Context: an optimization exercise on an open-source flow, tuned for small area, a short achievable clock period and few clock cycles per item. The choices shown serve that exercise and are no tape-out recipe. Function was checked by simulation only, so behaviour that the tests miss may differ from the original. Power is estimated from default activity; no workload was simulated.

`flow/run.sh`:
```
#!/bin/bash
# synth_recipe.tcl (not shown) runs the flow's synth.tcl, then flattens the netlist and writes it again
# the make line also repeats each setting of config.mk as NAME=value (left out here)
make -C /OpenROAD-flow-scripts/flow DESIGN_CONFIG=/design/flow/config.mk WORK_HOME=/design/flow/orfs CLKGATE_MAP_FILE= SYNTH_SCRIPT=/design/flow/synth_recipe.tcl finish
```
`flow/constraint.sdc`:
```
create_clock -name core_clock -period 10.0 [get_ports {clk}]
set_input_delay 2.0000 -clock core_clock [delete_from_list [all_inputs] [get_ports {clk}]]
set_output_delay 2.0000 -clock core_clock [all_outputs]
set_load 0.01 [all_outputs]
```
`flow/config.mk`:
```
export PLATFORM = sky130hd
export DESIGN_NAME = delta_list_timer_queue
export DESIGN_NICKNAME = delta_list_timer_queue
export VERILOG_FILES = /design/flow/design.v
export SDC_FILE = /design/flow/constraint.sdc
export NUM_CORES = 4
export LEC_CHECK = 0
export CAP_MARGIN = 20
export CORE_MARGIN = 2
export CORE_UTILIZATION = 55
export CTS_CLUSTER_DIAMETER = 80
export CTS_CLUSTER_SIZE = 20
export PLACE_DENSITY = 0.7
export SETUP_SLACK_MARGIN = 5
export SLEW_MARGIN = 20
export SYNTH_HIERARCHICAL = 1
export SYNTH_MINIMUM_KEEP_SIZE = 0
export TNS_END_PERCENT = 10
```
`flow/design.v`:
```
package dltq_pkg;
  localparam int MaxTimersDefault = 16;
  localparam int TimeBitsDefault  = 32;
  localparam int MaxExpiry        = 64;
  localparam int CntBits          = 7;
  localparam int InDataBits       = 72;
  localparam int OutDataBits      = 40;
  localparam logic [1:0] OP_ADD     = 2'd0;
  localparam logic [1:0] OP_REMOVE  = 2'd1;
  localparam logic [1:0] OP_ADVANCE = 2'd2;
  localparam logic [1:0] KIND_DONE   = 2'd0;
  localparam logic [1:0] KIND_FIRED  = 2'd1;
  localparam logic [1:0] KIND_REJECT = 2'd2;
  typedef enum logic [3:0] {
    CMD_NONE,
    CMD_LOAD,
    CMD_ADD_START,
    CMD_INS_START,
    CMD_INS_STEP,
    CMD_INS_FIN,
    CMD_REM_START,
    CMD_UNL_STEP,
    CMD_UNL_FIN,
    CMD_ADV_START,
    CMD_ADV_TRIM,
    CMD_ADV_POP,
    CMD_SET_OVR,
    CMD_SNAP,
    CMD_EMIT
  } cmd_op_t;
  typedef enum logic [1:0] {
    EMIT_REJ,
    EMIT_DONE,
    EMIT_PEND,
    EMIT_FIN
  } emit_sel_t;
  typedef struct packed {
    cmd_op_t   op;
    emit_sel_t sel;
  } cmd_t;
  typedef struct packed {
    logic [1:0] op;
    logic       id_bad;
    logic       act_id;
    logic       ins_more;
    logic       unl_more;
    logic       list_ne;
    logic       adv_trim;
    logic       cnt_full;
    logic       rep_head;
    logic       pend_valid;
    logic       out_free;
  } status_t;
endpackage
module dltq_cmp1 (
  input  logic a,
  input  logic b,
  output logic g,
  output logic p
);
  assign g = ~a & b;
  assign p = ~a | b;
endmodule
module dltq_jn (
  input  logic gh,
  input  logic ph,
  input  logic gl,
  input  logic pl,
  output logic ng,
  output logic np
);
  assign ng = ~(gh | (ph & gl));
  assign np = ~(gh | (ph & pl));
endmodule
module dltq_jp (
  input  logic ngh,
  input  logic nph,
  input  logic ngl,
  input  logic npl,
  output logic g,
  output logic p
);
  assign g = ~(ngh & (nph | ngl));
  assign p = ~(ngh & (nph | npl));
endmodule
module dltq_lessc (
  input  logic [32:0] a,
  input  logic [32:0] b,
  output logic        lt
);
  logic [31:0] g0, p0;
  logic [15:0] g1, p1;
  logic [7:0]  g2, p2;
  logic [3:0]  g3, p3;
  logic [1:0]  g4, p4;
  logic        g5, p5;
  for (genvar i = 0; i < 32; i++) begin : g_l0
    dltq_cmp1 u (.a(a[i]), .b(b[i]), .g(g0[i]), .p(p0[i]));
  end
  for (genvar i = 0; i < 16; i++) begin : g_l1
    dltq_jn u (.gh(g0[2*i+1]), .ph(p0[2*i+1]), .gl(g0[2*i]), .pl(p0[2*i]), .ng(g1[i]), .np(p1[i]));
  end
  for (genvar i = 0; i < 8; i++) begin : g_l2
    dltq_jp u (.ngh(g1[2*i+1]), .nph(p1[2*i+1]), .ngl(g1[2*i]), .npl(p1[2*i]), .g(g2[i]), .p(p2[i]));
  end
  for (genvar i = 0; i < 4; i++) begin : g_l3
    dltq_jn u (.gh(g2[2*i+1]), .ph(p2[2*i+1]), .gl(g2[2*i]), .pl(p2[2*i]), .ng(g3[i]), .np(p3[i]));
  end
  for (genvar i = 0; i < 2; i++) begin : g_l4
    dltq_jp u (.ngh(g3[2*i+1]), .nph(p3[2*i+1]), .ngl(g3[2*i]), .npl(p3[2*i]), .g(g4[i]), .p(p4[i]));
  end
  dltq_jn u_l5 (.gh(g4[1]), .ph(p4[1]), .gl(g4[0]), .pl(p4[0]), .ng(g5), .np(p5));
  assign lt = ~(a[32] ^ b[32] ^ g5);
endmodule
module dltq_pn (
  input  logic gh,
  input  logic ph,
  input  logic gl,
  input  logic pl,
  output logic ng,
  output logic np
);
  assign ng = ~(gh | (ph & gl));
  assign np = ~(ph & pl);
endmodule
module dltq_pp (
  input  logic ngh,
  input  logic nph,
  input  logic ngl,
  input  logic npl,
  output logic g,
  output logic p
);
  assign g = ~(ngh & (nph | ngl));
  assign p = ~(nph | npl);
endmodule
module dltq_add33 (
  input  logic [32:0] a,
  input  logic [32:0] b,
  output logic [32:0] s
);
  localparam int W = 33;
  logic [W-1:0] x;
  logic [W-1:0] g [7];
  logic [W-1:0] p [7];
  assign x    = a ^ b;
  assign g[0] = a & b;
  assign p[0] = x;
  for (genvar k = 0; k < 6; k++) begin : g_lvl
    for (genvar i = 0; i < W; i++) begin : g_bit
      if (i >= (1 << k)) begin : g_node
        if (k % 2 == 0) begin : g_n
          dltq_pn u (.gh(g[k][i]), .ph(p[k][i]), .gl(g[k][i-(1<<k)]), .pl(p[k][i-(1<<k)]),
                     .ng(g[k+1][i]), .np(p[k+1][i]));
        end else begin : g_p
          dltq_pp u (.ngh(g[k][i]), .nph(p[k][i]), .ngl(g[k][i-(1<<k)]), .npl(p[k][i-(1<<k)]),
                     .g(g[k+1][i]), .p(p[k+1][i]));
        end
      end else begin : g_pass
        assign g[k+1][i] = ~g[k][i];
        assign p[k+1][i] = ~p[k][i];
      end
    end
  end
  assign s[0] = x[0];
  assign s[W-1:1] = x[W-1:1] ^ g[6][W-2:0];
endmodule
module delta_list_timer_queue #(
  parameter int MAX_TIMERS = dltq_pkg::MaxTimersDefault,
  parameter int TIME_BITS  = dltq_pkg::TimeBitsDefault
) (
  input  logic                             clk,
  input  logic                             rst,
  input  logic                             s_axis_tvalid,
  output logic                             s_axis_tready,
  input  logic [dltq_pkg::InDataBits-1:0]  s_axis_tdata,
  input  logic [1:0]                       s_axis_tuser,
  output logic                             m_axis_tvalid,
  input  logic                             m_axis_tready,
  output logic [dltq_pkg::OutDataBits-1:0] m_axis_tdata,
  output logic [1:0]                       m_axis_tuser,
  output logic                             m_axis_tlast
);
  localparam int N = 16;
  logic             req_v;
  logic [1:0]       req_op;
  logic [3:0]       req_id;
  logic [31:0]      req_val;     
  logic [32:0]      xr;
  logic             xadd;        
  logic             req_rep;
  logic [N-1:0][32:0] dl;        
  logic [N-1:0][31:0] per;
  logic [N-1:0]       rpt;
  logic [N-1:0]       act;
  logic [N-1:0][3:0]  ord;       
  logic [N-1:0]       vm;        
  logic [32:0]      hd;
  logic [31:0]      hp;
  logic             hr;
  logic [32:0]      hx;
  logic [32:0]      tnow;
  logic             adv_busy;    
  logic [5:0]       cnt;         
  logic             pr_v;
  logic [1:0]       pr_kind;
  logic [3:0]       pr_id;
  logic             pr_last;
  logic             pr_ovr;
  logic             out_v;
  logic [37:0]      out_data;
  logic [1:0]       out_kind;
  logic             out_last;
  logic             sk_v;
  logic [37:0]      sk_data;
  logic [1:0]       sk_kind;
  logic             sk_last;
  logic exec_en, emit_go, start, fire, is_add, is_rem, is_adv;
  logic add_ok, rem_ok, fire_rep, fire_pop;
  logic [3:0]  h, o1;
  logic [32:0] do1, tsum, tgt_u, xin, ax, bx, xbase, xs_hd, xs_oth;
  logic [31:0] vsel;
  logic [31:0] po1;
  logic        ro1;
  logic        due0, due_x, due_o1, next_due, cap, last;
  logic [N-1:0] lt;
  logic [N:0]   fpos;    
  logic [N-1:0] epos, bpos;
  assign exec_en = !pr_v || !sk_v;
  assign emit_go = pr_v && !sk_v;
  assign start   = req_v && !adv_busy && exec_en;
  assign s_axis_tready = !req_v || (!adv_busy && exec_en);
  assign is_add = start && (req_op == dltq_pkg::OP_ADD);
  assign is_rem = start && (req_op == dltq_pkg::OP_REMOVE);
  assign is_adv = start && (req_op == dltq_pkg::OP_ADVANCE);
  assign add_ok = is_add && !act[req_id];
  assign rem_ok = is_rem && act[req_id];
  assign h    = ord[0];
  assign o1   = ord[1];
  assign do1  = dl[o1];
  assign po1  = per[o1];
  assign ro1  = rpt[o1];
  assign tsum = xr;
  assign tgt_u = xr;
  logic c_due0, c_due_x, c_due_o1;
  dltq_lessc u_due0 (.a(tsum), .b(hd), .lt(c_due0));
  assign due0 = vm[0] && !c_due0;
  assign fire = (adv_busy && exec_en) || (is_adv && due0);
  assign fire_rep = fire && hr;
  assign fire_pop = fire && !hr;
  assign xin = xadd ? tsum : hx;
  assign ax = xadd ? (tsum + {1'b0, req_val})
                                                        : (hx + {1'b0, hp});
  assign bx = do1 + {1'b0, po1};
  logic c_h, c_o1;
  dltq_lessc u_c_h (.a(hd), .b(xin), .lt(c_h));
  dltq_lessc u_c_o1 (.a(do1), .b(xin), .lt(c_o1));
  for (genvar i = 0; i < N; i++) begin : g_lt
    dltq_lessc u_lt (.a(dl[i]), .b(xin), .lt(lt[i]));
  end
  always_comb begin
    fpos[N] = 1'b0;
    fpos[0] = vm[0] && c_h;
    fpos[1] = vm[1] && c_o1;
    for (int j = 2; j < N; j++) fpos[j] = vm[j] && lt[ord[j]];
    for (int j = 0; j < N; j++) epos[j] = vm[j] && (ord[j] == req_id);
    bpos[0] = epos[0];
    for (int j = 1; j < N; j++) bpos[j] = bpos[j-1] | epos[j];
  end
  dltq_lessc u_due_x (.a(tgt_u), .b(hx), .lt(c_due_x));
  dltq_lessc u_due_o1 (.a(tgt_u), .b(do1), .lt(c_due_o1));
  assign due_x    = !c_due_x;
  assign due_o1   = !c_due_o1;
  assign next_due = hr ? (fpos[1] ? due_o1 : due_x) : (vm[1] && due_o1);
  assign cap      = adv_busy && (cnt == 6'd62);
  assign vsel  = !s_axis_tready ? req_val :
                 (s_axis_tuser == dltq_pkg::OP_ADD) ? s_axis_tdata[35:4] : s_axis_tdata[68:37];
  assign xbase = (adv_busy || is_adv) ? xr : tnow;
  dltq_add33 u_xs_oth (.a(xbase), .b({1'b0, vsel}), .s(xs_oth));
  dltq_add33 u_xs_hd (.a(hd), .b({1'b0, vsel}), .s(xs_hd));
  assign last     = !next_due || cap;
  logic [31:0] nd;
  logic [37:0] res_data;
  assign nd       = vm[0] ? (hd[31:0] - tnow[31:0]) : 32'd0;
  assign res_data = {pr_ovr, nd, vm[0], pr_id};
  always_ff @(posedge clk) begin
    if (rst) begin
      req_v    <= 1'b0;
      act      <= '0;
      vm       <= '0;
      adv_busy <= 1'b0;
      pr_v     <= 1'b0;
      out_v    <= 1'b0;
      sk_v     <= 1'b0;
    end else begin
      if (!(fire ? !last : adv_busy)) xr <= (fire && next_due) ? xs_hd : xs_oth;
      xadd <= ((s_axis_tready && s_axis_tvalid) ? (s_axis_tuser == dltq_pkg::OP_ADD)
                                                 : (req_op == dltq_pkg::OP_ADD))
              && !(fire ? !last : adv_busy);
      if (s_axis_tready) begin
        req_v <= s_axis_tvalid;
        if (s_axis_tvalid) begin
          req_op  <= s_axis_tuser;
          req_id  <= s_axis_tdata[3:0];
          req_val <= (s_axis_tuser == dltq_pkg::OP_ADD) ? s_axis_tdata[35:4]
                                                        : s_axis_tdata[68:37];
          req_rep <= s_axis_tdata[36];
        end
      end
      for (int i = 0; i < N; i++) begin
        if ((add_ok && req_id == i) || (fire_rep && h == i)) dl[i] <= xin;
        if (add_ok && req_id == i) begin
          per[i] <= req_val;
          rpt[i] <= req_rep;
        end
        if (add_ok && req_id == i) act[i] <= 1'b1;
        else if ((rem_ok && req_id == i) || (fire_pop && h == i)) act[i] <= 1'b0;
      end
      if (add_ok) begin
        if (!fpos[0]) ord[0] <= req_id;
        for (int j = 1; j < N; j++) begin
          if (fpos[j]) ord[j] <= ord[j];
          else if (fpos[j-1]) ord[j] <= req_id;
          else ord[j] <= ord[j-1];
        end
        vm <= {vm[N-2:0], 1'b1};
      end else if (rem_ok) begin
        for (int j = 0; j < N - 1; j++)
          if (bpos[j]) ord[j] <= ord[j+1];
        vm <= {1'b0, vm[N-1:1]};
      end else if (fire_rep) begin
        ord[0] <= fpos[1] ? ord[1] : h;
        for (int j = 1; j < N - 1; j++) begin
          if (fpos[j+1]) ord[j] <= ord[j+1];
          else if (fpos[j]) ord[j] <= h;
        end
        if (fpos[N-1]) ord[N-1] <= h;
      end else if (fire_pop) begin
        for (int j = 0; j < N - 1; j++) ord[j] <= ord[j+1];
        vm <= {1'b0, vm[N-1:1]};
      end
      if ((add_ok && !fpos[0]) || (fire_rep && !fpos[1])) begin
        hd <= xin;
        hx <= ax;
      end else if ((rem_ok && epos[0]) || fire_pop || (fire_rep && fpos[1])) begin
        hd <= do1;
        hx <= bx;
      end
      if (add_ok && !fpos[0]) begin
        hp <= req_val;
        hr <= req_rep;
      end else if ((rem_ok && epos[0]) || fire_pop || (fire_rep && fpos[1])) begin
        hp <= po1;
        hr <= ro1;
      end
      if (is_adv && !due0) tnow <= tsum;
      if (fire) begin
        tnow     <= next_due ? hd : tgt_u;
        cnt      <= adv_busy ? cnt + 6'd1 : 6'd0;
        adv_busy <= !last;
      end
      if (start || fire) begin
        pr_v    <= 1'b1;
        pr_last <= !fire || last;
        pr_ovr  <= fire && next_due && cap;
        pr_id   <= fire ? h : req_id;
        if (fire) pr_kind <= dltq_pkg::KIND_FIRED;
        else if (add_ok || rem_ok || is_adv) pr_kind <= dltq_pkg::KIND_DONE;
        else pr_kind <= dltq_pkg::KIND_REJECT;
      end else if (emit_go) begin
        pr_v <= 1'b0;
      end
      if (!out_v || m_axis_tready) begin
        if (sk_v) begin
          out_v    <= 1'b1;
          out_data <= sk_data;
          out_kind <= sk_kind;
          out_last <= sk_last;
          sk_v     <= 1'b0;
        end else begin
          out_v    <= emit_go;
          out_data <= res_data;
          out_kind <= pr_kind;
          out_last <= pr_last;
        end
      end else if (emit_go) begin
        sk_v    <= 1'b1;
        sk_data <= res_data;
        sk_kind <= pr_kind;
        sk_last <= pr_last;
      end
    end
  end
  assign m_axis_tvalid = out_v;
  assign m_axis_tdata  = {2'b00, out_data};
  assign m_axis_tuser  = out_kind;
  assign m_axis_tlast  = out_last;
endmodule
```
==> flow_summary.json, run 1 <==
{
  "cp_slowest_cell": "clkdlybuf4s50_1",
  "root_buffer": "clkbuf_16",
  "syn_to_final_growth_pct": 12.6,
  "gp_congestion": 0.999,
  "drive_gt1_frac": 0.357,
  "final_max_slew_viol_count": 0,
  "vdd_drop_max_uv": 160,
  "top_usage_layer": "met2",
  "wire_per_inst_um": 28.2,
  "drc": 0,
  "grt_use_met3": 0.0474,
  "rr_worst_depth": 21,
  "die_h_um": 410,
  "cts_made_buffers": 101,
  "path_cells": "clkdlybuf4s50_1, nor2_4, buf_12, buf_8, mux2_2, mux2_2, ha_1, nand2_1, nor2_1, nand2_1, o21ai_2, a21oi_2, xnor2_1, mux2_2",
  "regToRegStartpoint": "ord[4]",
  "multi_input_area_um2": 47800,
  "critPathMaxFanout": 16,
  "antenna_left": 0,
  "seq_power_share": 0.502,
  "rrSetupSlack_ps": 4850,
  "worst_path_largest_cell_delay_ps": 460,
  "grt_use_met1": 0.414,
  "reg2reg_to": "xr[31]",
  "grt_pass1_vias": 61300,
  "powerDensity_nw_per_um2": 136,
  "end_kind": "register",
  "overflow": 0,
  "fin_util": 0.624,
  "syn-instance-count": 7207,
  "initial_utilization": 0.555,
  "start_kind": "input port",
  "crit_family": "multiplexers",
  "drt_iter0_drc": 6890,
  "clkLatencyLatePin_ps": 770,
  "crit_type": "in2reg",
  "num_io_pins": 123,
  "min_path_type": "reg2reg",
  "first_pass_iters": 7,
  "power_uw": 13800,
  "arrival_ps": 5660,
  "cp-endpoint": "xr[29]",
  "grt_use_met2": 0.509,
  "hp-start": "pr_kind[0]",
  "clock_path_buffers": 3,
  "antenna_found_initial": 4,
  "cp.required_ps": 10500,
  "cts_tree": "built",
  "cp_common_cell": "mux2_2",
  "cts.sinks": 1458,
  "skew_ps": 34.6,
  "comb_power_share": 0.184,
  "yosys_warnings": 12,
  "worst_pin_slew_ps": 1130,
  "fin_crit_sh": 0.515,
  "clk_pin_slew_worst_paths_ps": 80,
  "placementRows": 148,
  "core_um2": 163000,
  "h-tree-depth": 3,
  "vias_per_cell": 6.51,
  "fin_nets": 7731,
  "hpwl_mm": 178,
  "grt_use_total": 0.307,
  "synth_area_um2": 90500,
  "num_vias": 63100,
  "dieWidth_um": 410,
  "avgSynthCellArea_um2": 12.6,
  "outcome": "finished clean",
  "placement.io_buffers": 117,
  "wl_mm": 273,
  "n_fill_cell": 12300,
  "die_area_um2": 168000,
  "seqCellArea_um2": 43400,
  "cp-startpoint": "s_axis_tuser[0]",
  "p_sw_uw": 3920,
  "post-route-min-period_ps": 5150,
  "maxCapViolCount": 0,
  "rsz0062_at_grt": "true",
  "setup_viol_count_final": 0,
  "worst-path-stages": 14,
  "swShare": 0.283,
  "fin_setup_tns_ps": 0,
  "timing.slew.headroom": 0.249,
  "finalHoldViolCount": 0,
  "clkPwrFrac": 0.314,
  "p_leak_uw": 0.0339,
  "grt_pass1_wl_mm": 387,
  "p_int_uw": 9920,
  "worstHoldPathCells": 0,
  "grt_max_degree": 114,
  "timing.fmax_ghz": 0.194,
  "cp.buffers_inverters": 3
}
[flip-flops by register name, summed over array words and instances (netlist names), 32 cells and up]
register	count
xr	33
per	512
tnow	33
ord	64
sk_data	38
req_val	32
hp	32
dl	528
hx	33
out_data	38
hd	33
[cells in the final DEF, fill, tap and decap left out, types with 213 or more instances in the layout]
cell type	count
o21ai_1	353
nor2_1	213
nor2b_2	673
mux4_2	404
edfxtp_1	1421
a21oi_2	576
nand2_1	254
mux2_2	278
a21oi_1	556
nand2b_1	679
[area by class of cell]
cell class,count,area share
Antenna cell,2,0.0000491
Multi-Input combinational cell,5435,0.469
Sequential cell,1458,0.426
Inverter,104,0.00388
Clock inverter,53,0.00591
Clock buffer,107,0.0255
Timing Repair Buffer,354,0.0426
Tap cell,2175,0.0267
[power groups by stage]
stage                     clock (uW)  sequential (uW)  combinational, uW
final                           4340             6950               2550
after global routing            4580             6950               2720
after CTS                       4390             6940               2380
after detailed placement           0             7080               2280
after global placement             0             7070               2220
after floorplan                    0             7020               1690
[worst min path at each step]
stage          slack [ps]          to
2_1_floorplan         420  sk_data[0]
3_3_place_gp          430  sk_data[0]
3_5_place_dp          440  sk_kind[1]
4_1_cts               450  sk_kind[1]
5_1_grt               460  sk_kind[0]
6_report              450  sk_kind[0]
[timing repair]
action	CTS	global route
setup buffers	39	52
hold buffers	0	0
resized for setup	184	209
cloned	34	25
pin swaps	28	40
endpoints found under the setup margin	816	847
[worst register-to-register path, stage by stage (launching register included)]
cell and delay [ps]:
edfxtp_1 420, buf_12 160, buf_16 200, buf_16 240
mux4_2 590, mux4_2 630, buf_4 200, nor2b_2 90
a21oi_1 60, o21ai_1 150, a21oi_2 90, o21ai_4 230
a21oi_1 130, xnor3_2 310, buf_4 170, nand2b_1 130
nand3b_1 150, o21ai_4 80, buf_12 150, nand2_8 140
clkbuf_16 230, mux2_2 350
[metrics by stage]
| stage | setup WS [ps] | hold WS [ps] | area (um^2) | std cells |
|---|---|---|---|---|
| floorplan | 4500 | 422 | 90600 | 7210 |
| global placement | 3190 | 431 | 94600 | 9375 |
| detailed placement | 3130 | 438 | 94700 | 9376 |
| CTS | 4800 | 451 | 100000 | 9609 |
| global route | 4790 | 461 | 102000 | 9686 |
| finish | 4850 | 451 | 102000 | 9688 |
[layer usage]
metal / vias up / wire [um]
met3: 517 / 22700
met5: - / 13
met1: 31800 / 109000
li1: 28000 / -
met4: 2 / 12100
met2: 2778 / 130000
Testbench counts, summed over its fixed seeds: cycles 18,422, items 8,000.
==> run 2: changes to the inputs <==
--- a/flow/config.mk
+++ b/flow/config.mk
@@ -8,8 +8,8 @@
 export CAP_MARGIN = 20
 export CORE_MARGIN = 2
 export CORE_UTILIZATION = 55
-export CTS_CLUSTER_DIAMETER = 80
-export CTS_CLUSTER_SIZE = 20
+export CTS_CLUSTER_DIAMETER = 90
+export CTS_CLUSTER_SIZE = 24
 export PLACE_DENSITY = 0.7
 export SETUP_SLACK_MARGIN = 5
 export SLEW_MARGIN = 20
==> flow_summary.json, run 2 <==
{
  "reg2reg_to": "hx[32]",
  "multi_input_area_um2": 49300,
  "wire_per_inst_um": 28.6,
  "worst_pin_slew_ps": 1100,
  "path_cells": "buf_12, buf_16, buf_16, mux4_2, mux4_2, buf_4, ha_4, and4_4, nand3_1, a2111o_1, o211a_1, o21a_1, o21a_4, o311ai_4, a21oi_2, xor2_1, a221oi_2",
  "arrival_ps": 5770,
  "root_buffer": "clkbuf_16",
  "p_leak_uw": 0.0348,
  "vias_per_cell": 6.54,
  "die_area_um2": 168000,
  "fin_setup_tns_ps": 0,
  "swShare": 0.292,
  "wl_mm": 280,
  "seqCellArea_um2": 43400,
  "worst_path_largest_cell_delay_ps": 600,
  "hp-start": "pr_id[0]",
  "fin_nets": 7815,
  "holdPathEnd": "sk_data[0]",
  "n_fill_cell": 12100,
  "timing.fmax_ghz": 0.193,
  "timing.slew.headroom": 0.264,
  "seq_power_share": 0.509,
  "dieWidth_um": 410,
  "h-tree-depth": 3,
  "first_pass_iters": 8,
  "p_sw_uw": 3980,
  "maxCapViolCount": 0,
  "skew_ps": 59.0,
  "cp_slowest_cell": "mux4_2",
  "grt_use_total": 0.312,
  "yosys_warnings": 12,
  "reg.largest.list": "dl: 528 flops, per: 512 flops, ord: 64 flops",
  "antenna_left": 0,
  "final_common_cell": "edfxtp_1",
  "start_kind": "register",
  "rsz0062_at_grt": "true",
  "min_path_type": "reg2reg",
  "placement.io_buffers": 117,
  "syn_to_final_growth_pct": 14.7,
  "placementRows": 148,
  "synth_area_um2": 90500,
  "cts.sinks": 1458,
  "grt_pass1_wl_mm": 392,
  "clock_path_buffers": 3,
  "drt_iter0_drc": 6753,
  "regToRegStartpoint": "ord[4]",
  "powerDensity_nw_per_um2": 131,
  "vdd_drop_max_uv": 130,
  "avgSynthCellArea_um2": 12.6,
  "final_cell_mix": "edfxtp_1 (1,421), nor2b_2 (663), nand2b_1 (628)",
  "drive_gt1_frac": 0.389,
  "overflow": 0,
  "cp.required_ps": 10600,
  "antenna_found_initial": 5,
  "final_cells": 9768,
  "worstHoldPathCells": 0,
  "cts_made_buffers": 84,
  "clkPwrFrac": 0.290,
  "num_io_pins": 123,
  "regMostFlops": "dl",
  "pre_cts_slack_ps": 3130,
  "rr_worst_depth": 17,
  "clkLatencyLatePin_ps": 760,
  "crit_type": "reg2reg",
  "clk_pin_slew_worst_paths_ps": 120,
  "num_vias": 63900,
  "placed_cells": 9376,
  "comb_power_share": 0.200,
  "outcome": "finished clean",
  "final_max_slew_viol_count": 0,
  "grt_max_degree": 114,
  "finalHoldViolCount": 0,
  "rrSetupSlack_ps": 4820,
  "fin_crit_sh": 0.518,
  "hpwl_mm": 178,
  "post-route-min-period_ps": 5180,
  "fin_ws_ps": 4820,
  "setup_viol_count_final": 0,
  "initial_utilization": 0.555,
  "gp_congestion": 0.999,
  "hold_buffers": 0,
  "critPathMaxFanout": 8,
  "core_um2": 163000,
  "largest_reg_flops": 528,
  "end_kind": "register",
  "cts_tree": "built",
  "p_int_uw": 9660,
  "drc": 0,
  "syn-instance-count": 7207,
  "die_h_um": 410,
  "grt_pass1_vias": 61700
}
run 2: worst max path at each step:
stage,startpoint,endpoint,slack (ps),cells past startpoint
2_1_floorplan,hd[31],dl[396],4500,16
4_1_cts,xadd,ord[59],4940,18
6_report,ord[4],hx[32],4820,17
3_5_place_dp,ord[4],hd[0],3130,16
3_3_place_gp,ord[4],hd[3],3190,16
5_1_grt,ord[4],xr[1],4820,21
run 2: final cells by class:
class,count,area share
inverter,104,0.00378
antenna,5,0.000120
tap,2175,0.0262
clock buffer,97,0.0207
clock inverter,39,0.00554
sequential,1458,0.418
timing repair buffer,441,0.0510
multi-input combinational,5449,0.475
run 2: power groups by stage:
stage / combinational [uW] / sequential [uW] / clock (uW)
5_1_grt: 2890 / 6950 / 4190
3_3_place_gp: 2220 / 7070 / 0
4_1_cts: 2450 / 6940 / 4000
2_1_floorplan: 1690 / 7020 / 0
3_5_place_dp: 2280 / 7080 / 0
6_report: 2730 / 6950 / 3960
run 2: critical path, delay by kind of cell (launching register included):
kind / cells / cell delay [ps]
XOR/XNOR: 1 / 170
AO/OA/AOI/OAI: 7 / 1820
AND/OR/NAND/NOR: 2 / 320
adder cells (fa/ha/maj): 1 / 270
flip-flops: 1 / 420
buffers and inverters: 4 / 760
multiplexers: 2 / 1190
run 2: routing by layer:
metal / up-vias / wire length [um] / global-route usage
li1: 28200 / - / -
met1: 32300 / 110000 / 0.417
met2: 2927 / 133000 / 0.516
met3: 462 / 25400 / 0.0502
met4: 2 / 10900 / 0.111
met5: - / 36 / 0.00230
run 2: metrics by stage:
step	util	total power, uW	instance area, um^2	hold slack [ps]
global placement	0.580	9290	94600	431
floorplan	-	8710	90600	422
CTS	0.616	13400	100000	462
finish	0.637	13600	104000	463
detailed placement	0.580	9350	94700	438
global route	0.637	14000	104000	467
run 2: repair_timing:
item,CTS,global route
pin swaps,46,123
cloned,39,43
resized for setup,292,375
endpoints found under the setup margin,840,794
setup buffers,72,97
==> run 3: changes to the inputs <==
--- a/flow/design.v
+++ b/flow/design.v
@@ -249,8 +249,7 @@
   assign fire_rep = fire && hr;
   assign fire_pop = fire && !hr;
   assign xin = xadd ? tsum : hx;
-  assign ax = xadd ? (tsum + {1'b0, req_val})
-                                                        : (hx + {1'b0, hp});
+  assign ax = xadd ? (tsum + {1'b0, req_val}) : (hx + {1'b0, hp});
   assign bx = do1 + {1'b0, po1};
   logic c_h, c_o1;
   dltq_lessc u_c_h (.a(hd), .b(xin), .lt(c_h));
@@ -274,7 +273,7 @@
   assign next_due = hr ? (fpos[1] ? due_o1 : due_x) : (vm[1] && due_o1);
   assign cap      = adv_busy && (cnt == 6'd62);
   assign vsel  = !s_axis_tready ? req_val :
-                 (s_axis_tuser == dltq_pkg::OP_ADD) ? s_axis_tdata[35:4] : s_axis_tdata[68:37];
+                 s_axis_tuser[1] ? s_axis_tdata[68:37] : s_axis_tdata[35:4];
   assign xbase = (adv_busy || is_adv) ? xr : tnow;
   dltq_add33 u_xs_oth (.a(xbase), .b({1'b0, vsel}), .s(xs_oth));
   dltq_add33 u_xs_hd (.a(hd), .b({1'b0, vsel}), .s(xs_hd));
@@ -302,8 +301,7 @@
         if (s_axis_tvalid) begin
           req_op  <= s_axis_tuser;
           req_id  <= s_axis_tdata[3:0];
-          req_val <= (s_axis_tuser == dltq_pkg::OP_ADD) ? s_axis_tdata[35:4]
-                                                        : s_axis_tdata[68:37];
+          req_val <= s_axis_tuser[1] ? s_axis_tdata[68:37] : s_axis_tdata[35:4];
           req_rep <= s_axis_tdata[36];
         end
       end
--- a/flow/config.mk
+++ b/flow/config.mk
@@ -7,12 +7,10 @@
 export LEC_CHECK = 0
 export CAP_MARGIN = 20
 export CORE_MARGIN = 2
-export CORE_UTILIZATION = 55
-export CTS_CLUSTER_DIAMETER = 90
-export CTS_CLUSTER_SIZE = 24
-export PLACE_DENSITY = 0.7
+export CORE_UTILIZATION = 65
+export PLACE_DENSITY = 0.75
 export SETUP_SLACK_MARGIN = 5
 export SLEW_MARGIN = 20
 export SYNTH_HIERARCHICAL = 1
 export SYNTH_MINIMUM_KEEP_SIZE = 0
-export TNS_END_PERCENT = 10
+export TNS_END_PERCENT = 5
==> flow_summary.json, run 3 <==
{
  "cp.required_ps": 10530,
  "dieWidth_um": 378,
  "powerDensity_nw_per_um2": 151,
  "seq_power_share": 0.441,
  "placement.io_buffers": 117,
  "cp-startpoint": "xadd",
  "clk_pin_slew_worst_paths_ps": 60,
  "n_fill_cell": 8838,
  "vias_per_cell": 7.09,
  "cts_made_buffers": 157,
  "grt_pass1_vias": 65700,
  "antenna_left": 0,
  "wire_per_inst_um": 32.3,
  "start_kind": "register",
  "largest_reg_flops": 528,
  "die_h_um": 378,
  "outcome": "finished clean",
  "end_kind": "register",
  "syn-instance-count": 7311,
  "crit_type": "reg2reg",
  "clkPwrFrac": 0.380,
  "yosys_warnings": 12,
  "final_common_cell": "edfxtp_1",
  "gp_congestion": 1.00,
  "maxCapViolCount": 0,
  "hold_buffers": 0,
  "fin_setup_tns_ps": 0,
  "worstHoldPathCells": 0,
  "fin_nets": 7917,
  "overflow": 0,
  "reg.largest.list": "dl: 528 flops, per: 512 flops, ord: 64 flops",
  "regToRegStartpoint": "xadd",
  "avgSynthCellArea_um2": 12.4,
  "synth_area_um2": 90900,
  "critPathMaxFanout": 13,
  "setup_viol_count_final": 0,
  "syn_to_final_growth_pct": 15.1,
  "drc": 0,
  "wl_mm": 312,
  "num_io_pins": 123,
  "final_cell_mix": "edfxtp_1 (1,421), nor2b_2 (672), nand2b_1 (663)",
  "vdd_drop_max_uv": 162,
  "holdPathEnd": "sk_data[0]",
  "timing.slew.headroom": 0.193,
  "rrSetupSlack_ps": 4670,
  "antenna_found_initial": 17,
  "swShare": 0.284,
  "placed_cells": 9144,
  "p_sw_uw": 4480,
  "post-route-min-period_ps": 5330,
  "power_uw": 15800,
  "grt_pass1_wl_mm": 441,
  "grt_max_degree": 95,
  "p_leak_uw": 0.0351,
  "min_path_type": "reg2reg",
  "drt_iter0_drc": 9908,
  "clkLatencyLatePin_ps": 840,
  "final_cells": 9647,
  "initial_utilization": 0.653,
  "clock_path_buffers": 3,
  "placementRows": 137,
  "timing.fmax_ghz": 0.188,
  "reg2reg_to": "ord[13]",
  "die_area_um2": 143000,
  "cts.sinks": 1458,
  "first_pass_iters": 6,
  "fin_crit_sh": 0.533,
  "core_um2": 139000,
  "regMostFlops": "dl",
  "num_vias": 68400,
  "rsz0062_at_grt": "true",
  "root_buffer": "clkbuf_16",
  "h-tree-depth": 4,
  "finalHoldViolCount": 0,
  "grt_use_total": 0.426,
  "drive_gt1_frac": 0.367,
  "hp-start": "pr_id[0]",
  "worst_pin_slew_ps": 1210,
  "skew_ps": 69.7,
  "rr_worst_depth": 17,
  "comb_power_share": 0.179,
  "final_max_slew_viol_count": 0,
  "cts_tree": "built",
  "arrival_ps": 5850,
  "p_int_uw": 11300,
  "hpwl_mm": 188
}
==> run 3: per-layer routing <==
metal,part of all wire,up-vias,global-route usage
li1,-,28600,-
met1,0.36,33600,0.555
met2,0.45,5011,0.659
met3,0.12,1184,0.101
met4,0.070,16,0.239
met5,0.00030,-,0
==> run 3: power groups by stage <==
stage	clock network (uW)	logic, uW	registers [uW]
floorplan	0	1710	7020
global placement	0	2280	7080
detailed placement	0	2330	7090
CTS	5990	2640	6960
global route	6210	2940	6960
finish	6000	2820	6960
==> run 3: worst max-delay path by stage <==
stage / endpoint / depth (start not counted)
4_1_cts: ord[40] / 16
5_1_grt: ord[20] / 18
2_1_floorplan: dl[396] / 16
3_5_place_dp: tnow[2] / 17
3_3_place_gp: xr[6] / 17
6_report: ord[13] / 17
==> run 3: final cells by class <==
type	count	area [um^2]	area share
Clock inverter	88	1110	0.0106
Antenna cell	7	17.5	0.000167
Inverter	108	412	0.00393
Clock buffer	195	4110	0.0393
Multi-Input combinational cell	5551	49000	0.468
Timing Repair Buffer	364	4260	0.0407
Tap cell	1876	2350	0.0224
Sequential cell	1458	43400	0.415
==> run 3: critical path, stage by stage (launching register included) <==
cell      delay [ps]
edfxtp_1         420
buf_12           190
buf_16           190
mux2_4           440
nand2b_1         250
a21oi_1          280
o21ai_1          180
a21oi_4          290
o21ai_4          160
a21oi_4          180
buf_12           140
xnor3_2          410
buf_4            200
mux4_2           470
mux4_2           540
a21oi_4          300
mux2i_1          260
a21oi_1          120
==> run 3: metrics by stage <==
stage | utilization | hold WS, ps | setup WS [ps] | area (um^2)
2_1_floorplan | - | 422 | 4450 | 91000
3_3_place_gp | 0.678 | 431 | 3240 | 94300
3_5_place_dp | 0.678 | 431 | 3100 | 94300
4_1_cts | 0.745 | 453 | 4880 | 104000
5_1_grt | 0.752 | 471 | 4590 | 105000
6_report | 0.752 | 458 | 4670 | 105000
==> run 3: repair_timing <==
item	CTS	global route
gates cloned	63	14
pin swaps	71	29
setup endpoints to repair	952	898
setup buffers	114	21
resized for setup	352	79
Testbench counts of run 3, summed over its fixed seeds: cycles 18,422, items 8,000.
==> run 4: changes to the inputs <==
--- a/flow/design.v
+++ b/flow/design.v
@@ -249,6 +249,8 @@
   assign fire_rep = fire && hr;
   assign fire_pop = fire && !hr;
   assign xin = xadd ? tsum : hx;
+  logic [32:0] wdl;
+  assign wdl = (!adv_busy && req_op == dltq_pkg::OP_ADD) ? tsum : hx;
   assign ax = xadd ? (tsum + {1'b0, req_val}) : (hx + {1'b0, hp});
   assign bx = do1 + {1'b0, po1};
   logic c_h, c_o1;
@@ -306,7 +308,7 @@
         end
       end
       for (int i = 0; i < N; i++) begin
-        if ((add_ok && req_id == i) || (fire_rep && h == i)) dl[i] <= xin;
+        if ((add_ok && req_id == i) || (fire_rep && h == i)) dl[i] <= wdl;
         if (add_ok && req_id == i) begin
           per[i] <= req_val;
           rpt[i] <= req_rep;
--- a/flow/config.mk
+++ b/flow/config.mk
@@ -7,10 +7,12 @@
 export LEC_CHECK = 0
 export CAP_MARGIN = 20
 export CORE_MARGIN = 2
-export CORE_UTILIZATION = 65
-export PLACE_DENSITY = 0.75
+export CORE_UTILIZATION = 55
+export CTS_CLUSTER_DIAMETER = 80
+export CTS_CLUSTER_SIZE = 20
+export PLACE_DENSITY = 0.7
 export SETUP_SLACK_MARGIN = 5
 export SLEW_MARGIN = 20
 export SYNTH_HIERARCHICAL = 1
 export SYNTH_MINIMUM_KEEP_SIZE = 0
-export TNS_END_PERCENT = 5
+export TNS_END_PERCENT = 10
==> flow_summary.json, run 4 <==
{
  "outcome": "finished clean",
  "die_h_um": 410,
  "holdPathEnd": "sk_kind[1]",
  "timing.fmax_ghz": 0.189,
  "fin_nets": 7813,
  "wl_mm": 307,
  "critPathMaxFanout": 7,
  "grt_use_total": 0.333,
  "placementRows": 148,
  "drt_iter0_drc": 8096,
  "finalHoldViolCount": 0,
  "rrSetupSlack_ps": 4700,
  "reg.largest.list": "dl: 528 flops, per: 512 flops, ord: 64 flops",
  "gp_congestion": 0.993,
  "initial_utilization": 0.556,
  "end_kind": "register",
  "timing.slew.headroom": 0.241,
  "clkLatencyLatePin_ps": 800,
  "first_pass_iters": 7,
  "min_path_type": "reg2reg",
  "grt_pass1_wl_mm": 414,
  "maxCapViolCount": 0,
  "fin_crit_sh": 0.530,
  "largest_reg_flops": 528,
  "syn_to_final_growth_pct": 13.0,
  "post-route-min-period_ps": 5300,
  "cts_tree": "built",
  "final_cell_mix": "edfxtp_1 (1,421), nand2b_1 (677), nor2b_2 (673)",
  "cts_made_buffers": 97,
  "antenna_left": 0,
  "fin_area_um2": 102000,
  "rr_worst_depth": 18,
  "worst_pin_slew_ps": 1140,
  "dieWidth_um": 410,
  "clock_path_buffers": 3,
  "overflow": 0,
  "synth_area_um2": 90600,
  "syn-instance-count": 7264,
  "die_area_um2": 168000,
  "crit_type": "reg2reg",
  "num_vias": 66200,
  "h-tree-depth": 3,
  "cts.sinks": 1458,
  "root_buffer": "clkbuf_16",
  "p_leak_uw": 0.0337,
  "arrival_ps": 5830,
  "fin_util": 0.628,
  "num_io_pins": 123,
  "core_um2": 163000,
  "setup_viol_count_final": 0,
  "placed_cell_area_um2": 94800,
  "rsz0062_at_grt": "true",
  "final_max_slew_viol_count": 0,
  "n_fill_cell": 12200,
  "wire_per_inst_um": 31.3,
  "placement.io_buffers": 117,
  "regToRegStartpoint": "ord[4]",
  "powerDensity_nw_per_um2": 138,
  "drc": 0,
  "regMostFlops": "dl",
  "avgSynthCellArea_um2": 12.5,
  "worstHoldPathCells": 0,
  "fin_setup_tns_ps": 0,
  "final_common_cell": "edfxtp_1",
  "hp-start": "pr_kind[1]",
  "grt_max_degree": 72,
  "vias_per_cell": 6.76,
  "clk_pin_slew_worst_paths_ps": 90,
  "cp.required_ps": 10530,
  "drive_gt1_frac": 0.367,
  "yosys_warnings": 12,
  "hpwl_mm": 189,
  "vdd_drop_max_uv": 185,
  "reg2reg_to": "hx[32]",
  "grt_pass1_vias": 62700,
  "skew_ps": 90.7,
  "antenna_found_initial": 10,
  "start_kind": "register"
}
[run 4: worst max path at each step]
stage               to   start  slack, ps  depth (start not counted)
6_report        hx[32]  ord[4]       4700                         18
5_1_grt         hx[32]  ord[4]       4620                         20
4_1_cts        ord[32]    xadd       4770                         16
3_5_place_dp     xr[8]  ord[4]       2700                         15
3_3_place_gp     xr[0]  ord[4]       2790                         15
2_1_floorplan  dl[396]  hd[31]       4480                         16
[run 4: critical path, stage by stage (launching register included)]
cell and delay, ps:
edfxtp_1 390, buf_12 150, buf_8 130, buf_16 150
bufbuf_16 300, buf_12 110, mux4_2 490, mux4_2 690
ha_4 270, a211oi_2 170, o211ai_1 140, a221oi_2 350
a21o_1 260, a21oi_4 90, a221o_1 370, or3b_4 400
a31oi_4 200, xor2_1 230, a221oi_2 100
[run 4: report_power, final]
part           switching, uW  total, uW  leakage (uW)  internal [uW]
clock                   2330       4370       0.00155           2040
combinational           1730       2880        0.0190           1150
sequential              89.4       6860        0.0132           6770
[run 4: what timing repair did]
action,CTS,global route
hold buffers,0,0
pin swaps,39,30
gates cloned,30,62
endpoints found under the hold margin,0,0
gates resized for setup,203,219
setup endpoints to repair,952,936
setup buffers,76,26
[run 4: through the flow]
step	hold slack [ps]	setup WS (ps)	power, uW	cells
3_3_place_gp	438	2790	9360	9414
2_1_floorplan	422	4480	8680	7267
6_report	454	4700	14100	9787
3_5_place_dp	440	2700	9420	9416
5_1_grt	477	4620	14400	9784
4_1_cts	451	4770	13800	9692
[run 4: layout make-up]
cell class	count	area [um^2]	area share
sequential	1458	43400	0.424
timing repair buffer	352	4000	0.0390
inverter	98	380	0.00371
multi-input combinational	5529	48600	0.475
antenna	5	12.5	0.000122
tap	2175	2720	0.0266
clock inverter	46	701	0.00684
clock buffer	124	2540	0.0248
[run 4: routing by layer]
layer  track usage  up-vias  share of wire
li1              -    28300              -
met1         0.451    32900           0.38
met2         0.531     4043           0.46
met3        0.0600      983           0.10
met4         0.139        6          0.063
met5             0        -        0.00015
Testbench counts of run 4, summed over its fixed seeds: cycles 18,422, items 8,000.
==> run 5: changes to the inputs <==
--- a/flow/design.v
+++ b/flow/design.v
@@ -195,6 +195,7 @@
   logic [N-1:0]       act;
   logic [N-1:0][3:0]  ord;       
   logic [N-1:0]       vm;        
+  logic [N-1:0]       o1oh;      
   logic [32:0]      hd;
   logic [31:0]      hp;
   logic             hr;
@@ -211,10 +212,6 @@
   logic [37:0]      out_data;
   logic [1:0]       out_kind;
   logic             out_last;
-  logic             sk_v;
-  logic [37:0]      sk_data;
-  logic [1:0]       sk_kind;
-  logic             sk_last;
   logic exec_en, emit_go, start, fire, is_add, is_rem, is_adv;
   logic add_ok, rem_ok, fire_rep, fire_pop;
   logic [3:0]  h, o1;
@@ -226,8 +223,8 @@
   logic [N-1:0] lt;
   logic [N:0]   fpos;    
   logic [N-1:0] epos, bpos;
-  assign exec_en = !pr_v || !sk_v;
-  assign emit_go = pr_v && !sk_v;
+  assign exec_en = !pr_v || !out_v || m_axis_tready;
+  assign emit_go = pr_v && (!out_v || m_axis_tready);
   assign start   = req_v && !adv_busy && exec_en;
   assign s_axis_tready = !req_v || (!adv_busy && exec_en);
   assign is_add = start && (req_op == dltq_pkg::OP_ADD);
@@ -237,9 +234,16 @@
   assign rem_ok = is_rem && act[req_id];
   assign h    = ord[0];
   assign o1   = ord[1];
-  assign do1  = dl[o1];
-  assign po1  = per[o1];
-  assign ro1  = rpt[o1];
+  always_comb begin
+    do1 = '0;
+    po1 = '0;
+    ro1 = 1'b0;
+    for (int i = 0; i < N; i++) begin
+      do1 = do1 | (dl[i] & {33{o1oh[i]}});
+      po1 = po1 | (per[i] & {32{o1oh[i]}});
+      ro1 = ro1 | (rpt[i] & o1oh[i]);
+    end
+  end
   assign tsum = xr;
   assign tgt_u = xr;
   logic c_due0, c_due_x, c_due_o1;
@@ -249,9 +253,8 @@
   assign fire_rep = fire && hr;
   assign fire_pop = fire && !hr;
   assign xin = xadd ? tsum : hx;
-  logic [32:0] wdl;
-  assign wdl = (!adv_busy && req_op == dltq_pkg::OP_ADD) ? tsum : hx;
-  assign ax = xadd ? (tsum + {1'b0, req_val}) : (hx + {1'b0, hp});
+  assign ax = xadd ? (tsum + {1'b0, req_val})
+                                                        : (hx + {1'b0, hp});
   assign bx = do1 + {1'b0, po1};
   logic c_h, c_o1;
   dltq_lessc u_c_h (.a(hd), .b(xin), .lt(c_h));
@@ -275,7 +278,7 @@
   assign next_due = hr ? (fpos[1] ? due_o1 : due_x) : (vm[1] && due_o1);
   assign cap      = adv_busy && (cnt == 6'd62);
   assign vsel  = !s_axis_tready ? req_val :
-                 s_axis_tuser[1] ? s_axis_tdata[68:37] : s_axis_tdata[35:4];
+                 (s_axis_tuser == dltq_pkg::OP_ADD) ? s_axis_tdata[35:4] : s_axis_tdata[68:37];
   assign xbase = (adv_busy || is_adv) ? xr : tnow;
   dltq_add33 u_xs_oth (.a(xbase), .b({1'b0, vsel}), .s(xs_oth));
   dltq_add33 u_xs_hd (.a(hd), .b({1'b0, vsel}), .s(xs_hd));
@@ -292,7 +295,6 @@
       adv_busy <= 1'b0;
       pr_v     <= 1'b0;
       out_v    <= 1'b0;
-      sk_v     <= 1'b0;
     end else begin
       if (!(fire ? !last : adv_busy)) xr <= (fire && next_due) ? xs_hd : xs_oth;
       xadd <= ((s_axis_tready && s_axis_tvalid) ? (s_axis_tuser == dltq_pkg::OP_ADD)
@@ -303,12 +305,13 @@
         if (s_axis_tvalid) begin
           req_op  <= s_axis_tuser;
           req_id  <= s_axis_tdata[3:0];
-          req_val <= s_axis_tuser[1] ? s_axis_tdata[68:37] : s_axis_tdata[35:4];
+          req_val <= (s_axis_tuser == dltq_pkg::OP_ADD) ? s_axis_tdata[35:4]
+                                                        : s_axis_tdata[68:37];
           req_rep <= s_axis_tdata[36];
         end
       end
       for (int i = 0; i < N; i++) begin
-        if ((add_ok && req_id == i) || (fire_rep && h == i)) dl[i] <= wdl;
+        if ((add_ok && req_id == i) || (fire_rep && h == i)) dl[i] <= xin;
         if (add_ok && req_id == i) begin
           per[i] <= req_val;
           rpt[i] <= req_rep;
@@ -339,6 +342,16 @@
         for (int j = 0; j < N - 1; j++) ord[j] <= ord[j+1];
         vm <= {1'b0, vm[N-1:1]};
       end
+      if (add_ok) begin
+        if (!fpos[1]) o1oh <= fpos[0] ? (N'(1) << req_id) : (N'(1) << ord[0]);
+      end else if (rem_ok) begin
+        if (bpos[1]) o1oh <= N'(1) << ord[2];
+      end else if (fire_rep) begin
+        if (fpos[2]) o1oh <= N'(1) << ord[2];
+        else if (fpos[1]) o1oh <= N'(1) << h;
+      end else if (fire_pop) begin
+        o1oh <= N'(1) << ord[2];
+      end
       if ((add_ok && !fpos[0]) || (fire_rep && !fpos[1])) begin
         hd <= xin;
         hx <= ax;
@@ -371,23 +384,10 @@
         pr_v <= 1'b0;
       end
       if (!out_v || m_axis_tready) begin
-        if (sk_v) begin
-          out_v    <= 1'b1;
-          out_data <= sk_data;
-          out_kind <= sk_kind;
-          out_last <= sk_last;
-          sk_v     <= 1'b0;
-        end else begin
-          out_v    <= emit_go;
-          out_data <= res_data;
-          out_kind <= pr_kind;
-          out_last <= pr_last;
-        end
-      end else if (emit_go) begin
-        sk_v    <= 1'b1;
-        sk_data <= res_data;
-        sk_kind <= pr_kind;
-        sk_last <= pr_last;
+        out_v    <= emit_go;
+        out_data <= res_data;
+        out_kind <= pr_kind;
+        out_last <= pr_last;
       end
     end
   end
--- a/flow/config.mk
+++ b/flow/config.mk
@@ -8,8 +8,6 @@
 export CAP_MARGIN = 20
 export CORE_MARGIN = 2
 export CORE_UTILIZATION = 55
-export CTS_CLUSTER_DIAMETER = 80
-export CTS_CLUSTER_SIZE = 20
 export PLACE_DENSITY = 0.7
 export SETUP_SLACK_MARGIN = 5
 export SLEW_MARGIN = 20
==> flow_summary.json, run 5 <==
{
  "syn-instance-count": 7647,
  "avgSynthCellArea_um2": 11.5,
  "min_path_type": "reg2reg",
  "drive_gt1_frac": 0.352,
  "crit_family": "multiplexers",
  "post-route-min-period_ps": 5330,
  "core_um2": 158000,
  "fin_crit_sh": 0.533,
  "powerDensity_nw_per_um2": 149,
  "power_uw": 15500,
  "worst_path_largest_cell_delay_ps": 570,
  "clock_path_buffers": 3,
  "outcome": "finished clean",
  "cts.sinks": 1432,
  "initial_utilization": 0.554,
  "first_pass_iters": 7,
  "setup_viol_count_final": 0,
  "maxCapViolCount": 0,
  "finalHoldViolCount": 0,
  "vdd_drop_max_uv": 142,
  "path_cells": "buf_12, buf_16, mux2_2, buf_6, nand2b_1, a21oi_2, o21ai_2, a21oi_2, o21ai_1, a21oi_4, xnor3_2, buf_6, mux4_2, mux4_2, a21oi_4, mux2i_2, a21oi_1",
  "largest_reg_flops": 528,
  "root_buffer": "clkbuf_16",
  "h-tree-depth": 4,
  "start_kind": "register",
  "timing.fmax_ghz": 0.187,
  "final_cell_mix": "edfxtp_1 (1,396), nor2b_2 (665), nand2b_1 (644)",
  "critPathMaxFanout": 53,
  "yosys_warnings": 12,
  "cp.required_ps": 10540,
  "drc": 0,
  "clkLatencyLatePin_ps": 860,
  "die_h_um": 403,
  "regToRegStartpoint": "xadd",
  "final_common_cell": "edfxtp_1",
  "timing.slew.headroom": 0.127,
  "dieWidth_um": 403,
  "cp_slowest_cell": "mux4_2",
  "clkPwrFrac": 0.386,
  "p_int_uw": 11100,
  "rr_worst_depth": 17,
  "end_kind": "register",
  "num_io_pins": 123,
  "p_leak_uw": 0.0346,
  "wire_per_inst_um": 31.0,
  "drt_iter0_drc": 9793,
  "overflow": 0,
  "fin_area_um2": 104000,
  "cp.buffers_inverters": 4,
  "p_sw_uw": 4340,
  "comb_power_share": 0.175,
  "antenna_left": 0,
  "seq_power_share": 0.440,
  "gp_congestion": 0.982,
  "cts_tree": "built",
  "fin_setup_tns_ps": 0,
  "cp-endpoint": "ord[48]",
  "cp-startpoint": "xadd",
  "grt_use_met3": 0.0792,
  "die_area_um2": 163000,
  "grt_use_met2": 0.549,
  "grt_pass1_vias": 66100,
  "crit_type": "reg2reg",
  "fin_nets": 8345,
  "worst_hold_slack_ps": 422,
  "wl_mm": 318,
  "hold_buffers": 0,
  "worstHoldPathCells": 0,
  "worst_pin_slew_ps": 1300,
  "reg.largest.list": "dl: 528 flops, per: 512 flops, ord: 64 flops",
  "placement.io_buffers": 117,
  "synth_area_um2": 87700,
  "hpwl_mm": 194,
  "grt_use_met1": 0.509,
  "arrival_ps": 5880,
  "vias_per_cell": 6.88,
  "cts_made_buffers": 156,
  "grt_use_total": 0.367,
  "clk_pin_slew_worst_paths_ps": 60,
  "top_usage_layer": "met2",
  "worst-path-stages": 17,
  "final_max_slew_viol_count": 0,
  "skew_ps": 87.1,
  "rsz0062_at_grt": "true",
  "fin_ws_ps": 4670,
  "placed_cell_area_um2": 92000,
  "rrSetupSlack_ps": 4670,
  "antenna_found_initial": 2,
  "pre_cts_slack_ps": 2720,
  "grt_max_degree": 75,
  "syn_to_final_growth_pct": 18.5,
  "grt_pass1_wl_mm": 441,
  "reg2reg_to": "ord[48]",
  "num_vias": 70600,
  "swShare": 0.281,
  "regMostFlops": "dl",
  "placementRows": 146
}
==> run 5: what timing repair did <==
item	in CTS	in global routing
pin swaps	102	172
cloned	23	28
resized for setup	404	423
setup endpoints to repair	657	1287
setup buffers	159	78
==> run 5: worst min path at each step <==
stage                    start           end  slack, ps
finish                pr_id[0]   out_data[0]        420
global route          pr_id[1]   out_data[1]        430
CTS                   pr_id[0]   out_data[0]        420
detailed placement  pr_kind[1]   out_kind[1]        410
global placement        pr_ovr  out_data[37]        410
floorplan             pr_id[0]   out_data[0]        400
==> run 5: cell type report <==
class	count	area [um^2]
Antenna cell	4	10.0
Clock buffer	187	4040
Clock inverter	94	1200
Fill cell	11600	54400
Inverter	99	372
Multi-Input combinational cell	5847	47500
Sequential cell	1432	42600
Tap cell	2072	2590
Timing Repair Buffer	532	5540
==> run 5: worst reg2reg max path, cell delays in order (launching register included) <==
cell      delay (ps)
edfxtp_1         390
buf_12           170
buf_16           220
mux2_2           370
buf_6            220
nand2b_1         290
a21oi_2          220
o21ai_2          130
a21oi_2          270
o21ai_1          160
a21oi_4          260
xnor3_2          450
buf_6            180
mux4_2           450
mux4_2           570
a21oi_4          300
mux2i_2          290
a21oi_1          100
==> run 5: power groups by stage <==
stage                     clock network, uW  registers [uW]  logic, uW
after floorplan                           0            6910       1500
after global placement                    0            6920       2160
after detailed placement                  0            6930       2200
after CTS                              5980            6800       2440
after global routing                   6220            6810       2820
final                                  5970            6810       2710
==> run 5: stage by stage <==
step,utilization,cells
2_1_floorplan,-,7650
3_3_place_gp,0.581,9692
3_5_place_dp,0.581,9693
4_1_cts,0.637,10200
5_1_grt,0.656,10300
6_report,0.656,10300
==> run 5: routing by layer <==
layer  vias up  part of all wire  routed length [um]
met4         0             0.059               18900
met5         -                 0                   0
met3       907              0.13               40000
met1     34900              0.38              121000
met2      4734              0.43              138000
li1      30100                 -                   -
Testbench counts of run 5, summed over its fixed seeds: cycles 18,422, items 8,000.
==> run 6: changes to the inputs <==
--- a/flow/design.v
+++ b/flow/design.v
@@ -278,7 +278,7 @@
   assign next_due = hr ? (fpos[1] ? due_o1 : due_x) : (vm[1] && due_o1);
   assign cap      = adv_busy && (cnt == 6'd62);
   assign vsel  = !s_axis_tready ? req_val :
-                 (s_axis_tuser == dltq_pkg::OP_ADD) ? s_axis_tdata[35:4] : s_axis_tdata[68:37];
+                 s_axis_tuser[1] ? s_axis_tdata[68:37] : s_axis_tdata[35:4];
   assign xbase = (adv_busy || is_adv) ? xr : tnow;
   dltq_add33 u_xs_oth (.a(xbase), .b({1'b0, vsel}), .s(xs_oth));
   dltq_add33 u_xs_hd (.a(hd), .b({1'b0, vsel}), .s(xs_hd));
@@ -305,8 +305,7 @@
         if (s_axis_tvalid) begin
           req_op  <= s_axis_tuser;
           req_id  <= s_axis_tdata[3:0];
-          req_val <= (s_axis_tuser == dltq_pkg::OP_ADD) ? s_axis_tdata[35:4]
-                                                        : s_axis_tdata[68:37];
+          req_val <= s_axis_tuser[1] ? s_axis_tdata[68:37] : s_axis_tdata[35:4];
           req_rep <= s_axis_tdata[36];
         end
       end
--- a/flow/config.mk
+++ b/flow/config.mk
@@ -7,10 +7,10 @@
 export LEC_CHECK = 0
 export CAP_MARGIN = 20
 export CORE_MARGIN = 2
-export CORE_UTILIZATION = 55
-export PLACE_DENSITY = 0.7
+export CORE_UTILIZATION = 65
+export PLACE_DENSITY = 0.75
 export SETUP_SLACK_MARGIN = 5
 export SLEW_MARGIN = 20
 export SYNTH_HIERARCHICAL = 1
 export SYNTH_MINIMUM_KEEP_SIZE = 0
-export TNS_END_PERCENT = 10
+export TNS_END_PERCENT = 5
==> flow_summary.json, run 6 <==
{
  "cp.buffers_inverters": 4,
  "antenna_left": 0,
  "wire_per_inst_um": 32.2,
  "root_buffer": "clkbuf_16",
  "cts_tree": "built",
  "vdd_drop_max_uv": 141,
  "grt_pass1_vias": 66200,
  "power_uw": 15000,
  "outcome": "finished clean",
  "placed_cell_area_um2": 91400,
  "n_fill_cell": 8541,
  "start_kind": "register",
  "post-route-min-period_ps": 5300,
  "drive_gt1_frac": 0.338,
  "grt_max_degree": 88,
  "largest_reg_flops": 528,
  "clk_pin_slew_worst_paths_ps": 60,
  "hold_buffers": 0,
  "powerDensity_nw_per_um2": 146,
  "num_io_pins": 123,
  "fin_crit_sh": 0.530,
  "placement.io_buffers": 117,
  "crit_type": "reg2reg",
  "placementRows": 134,
  "rsz0062_at_grt": "true",
  "cp.required_ps": 10480,
  "p_int_uw": 10800,
  "yosys_warnings": 12,
  "arrival_ps": 5780,
  "swShare": 0.280,
  "drt_iter0_drc": 11100,
  "worst_hold_slack_ps": 419,
  "fin_area_um2": 102000,
  "hpwl_mm": 190,
  "timing.fmax_ghz": 0.189,
  "end_kind": "register",
  "critPathMaxFanout": 10,
  "fin_nets": 8284,
  "comb_power_share": 0.166,
  "die_area_um2": 138000,
  "maxCapViolCount": 0,
  "grt_use_total": 0.425,
  "setup_viol_count_final": 0,
  "clock_path_buffers": 3,
  "final_common_cell": "edfxtp_1",
  "die_h_um": 371,
  "cp_slowest_cell": "mux4_2",
  "skew_ps": 58.3,
  "vias_per_cell": 7.20,
  "clkPwrFrac": 0.380,
  "cts_made_buffers": 154,
  "core_um2": 134000,
  "grt_pass1_wl_mm": 429,
  "antenna_found_initial": 9,
  "first_pass_iters": 9,
  "worst_path_largest_cell_delay_ps": 580,
  "gp_congestion": 0.994,
  "avgSynthCellArea_um2": 11.5,
  "timing.slew.headroom": 0.219,
  "drc": 0,
  "seq_power_share": 0.453,
  "initial_utilization": 0.655,
  "crit_family": "compound AO/OA/AOI/OAI gates",
  "h-tree-depth": 4,
  "overflow": 0,
  "final_max_slew_viol_count": 0,
  "cts.sinks": 1432,
  "clkLatencyLatePin_ps": 850,
  "finalHoldViolCount": 0,
  "final_cell_mix": "edfxtp_1 (1,396), nor2b_2 (670), a21oi_2 (628)",
  "p_sw_uw": 4190,
  "p_leak_uw": 0.0341,
  "wl_mm": 319,
  "reg.largest.list": "dl: 528 flops, per: 512 flops, ord: 64 flops",
  "min_path_type": "reg2reg",
  "path_cells": "buf_12, buf_16, buf_12, mux2_4, nor2b_2, a21oi_1, o21ai_1, a21oi_2, o21ai_4, a21oi_2, xnor3_4, buf_4, mux4_2, mux4_2, nand2_4, nor2_1, a2111oi_4",
  "syn-instance-count": 7618,
  "regMostFlops": "dl",
  "fin_setup_tns_ps": 0,
  "worst_pin_slew_ps": 1170,
  "syn_to_final_growth_pct": 16.9,
  "num_vias": 71300,
  "dieWidth_um": 371,
  "synth_area_um2": 87600
}
-- run 6: cell types whose count changed in the layout (fill, tap and decap cells not counted), sizes merged, moves of 26 or more --
cell    change
mux2       -26
nor2       -52
nor2b      +51
buf        -41
a211oi     +67
nand2      -42
-- run 6: worst paths after layout --
check / startpoint / end / slack, ps / cells after the start
setup / recovery: xadd / ord[30] / 4700 / 17
hold / removal: pr_id[1] / out_data[1] / 420 / 0
setup reg to reg: xadd / ord[30] / 4700 / 17
hold reg to reg: pr_id[1] / out_data[1] / 420 / 0
-- run 6: area by class of cell --
class | count | area, um^2 | share of cell area
sequential | 1432 | 42600 | 0.417
tap | 1768 | 2210 | 0.0216
clock inverter | 91 | 925 | 0.00903
antenna | 3 | 7.51 | 0.0000733
multi-input combinational | 5843 | 47200 | 0.461
inverter | 90 | 340 | 0.00333
clock buffer | 187 | 4020 | 0.0393
timing repair buffer | 486 | 4990 | 0.0487
-- run 6: layer usage --
metal  global-route usage  up-vias  wire (um)
li1                     -    30100          -
met1                0.591    34800     116000
met2                0.633     5310     137000
met3                0.107     1105      46200
met4                0.187        6      20200
met5                    0        -         61
-- run 6: what timing repair did --
action | in CTS | in global routing
endpoints found under the setup margin | 955 | 1433
buffers inserted | 136 | 79
pin swaps | 58 | 97
gates cloned | 13 | 47
resized for setup | 256 | 449
-- run 6: power groups by stage --
stage | clock, uW | combinational [uW] | sequential, uW
final | 5700 | 2490 | 6790
after detailed placement | 0 | 2030 | 6910
after global placement | 0 | 1990 | 6900
after floorplan | 0 | 1440 | 6880
after global routing | 5900 | 2590 | 6790
after CTS | 5680 | 2150 | 6780
-- run 6: metrics by stage --
step                       util  setup WS (ps)  cells
after CTS                 0.739           4750   9771
after floorplan               -           4580   7621
final                     0.766           4700   9900
after global placement    0.684           3030   9343
after detailed placement  0.684           2920   9344
after global routing      0.766           4670   9897
Testbench counts of run 6, summed over its fixed seeds: cycles 18,422, items 8,000.

## what the ideal ports hide
The flow's constraints put no driver on any port. The routed layouts listed below were extracted and timed again, unchanged, in two steps. Step 1 sets driving cells, clkbuf_16 on the clock port and buf_2 on the other inputs (assumed; they add their load-dependent delay and slew). Step 2 also shifts input and output timing later by t, the mid clock arrival at the registers, as if the neighbouring blocks saw the same clock. Slacks: ideal / step 1 / step 2; pairs: ideal / step 1.
run | t, ns | setup WS [ns] | clock arrival spread, ns
run 1 | 0.828 | 4.847 / 4.855 / 4.069 | 0.035 / 0.034
run 2 | 0.821 | 4.824 / 4.824 / 4.171 | 0.059 / 0.059
run 3 | 0.893 | 4.675 / 4.675 / 3.999 | 0.070 / 0.070
run 4 | 0.841 | 4.699 / 4.699 / 4.252 | 0.091 / 0.090
run 5 | 0.907 | 4.667 / 4.667 / 4.118 | 0.087 / 0.087
run 6 | 0.908 | 4.700 / 4.700 / 3.980 | 0.059 / 0.059
After both steps setup and hold are still met in every run listed. The setup slack of run 1, which loses most, moves by +0.008 ns with the drivers and by -0.778 ns with both steps.
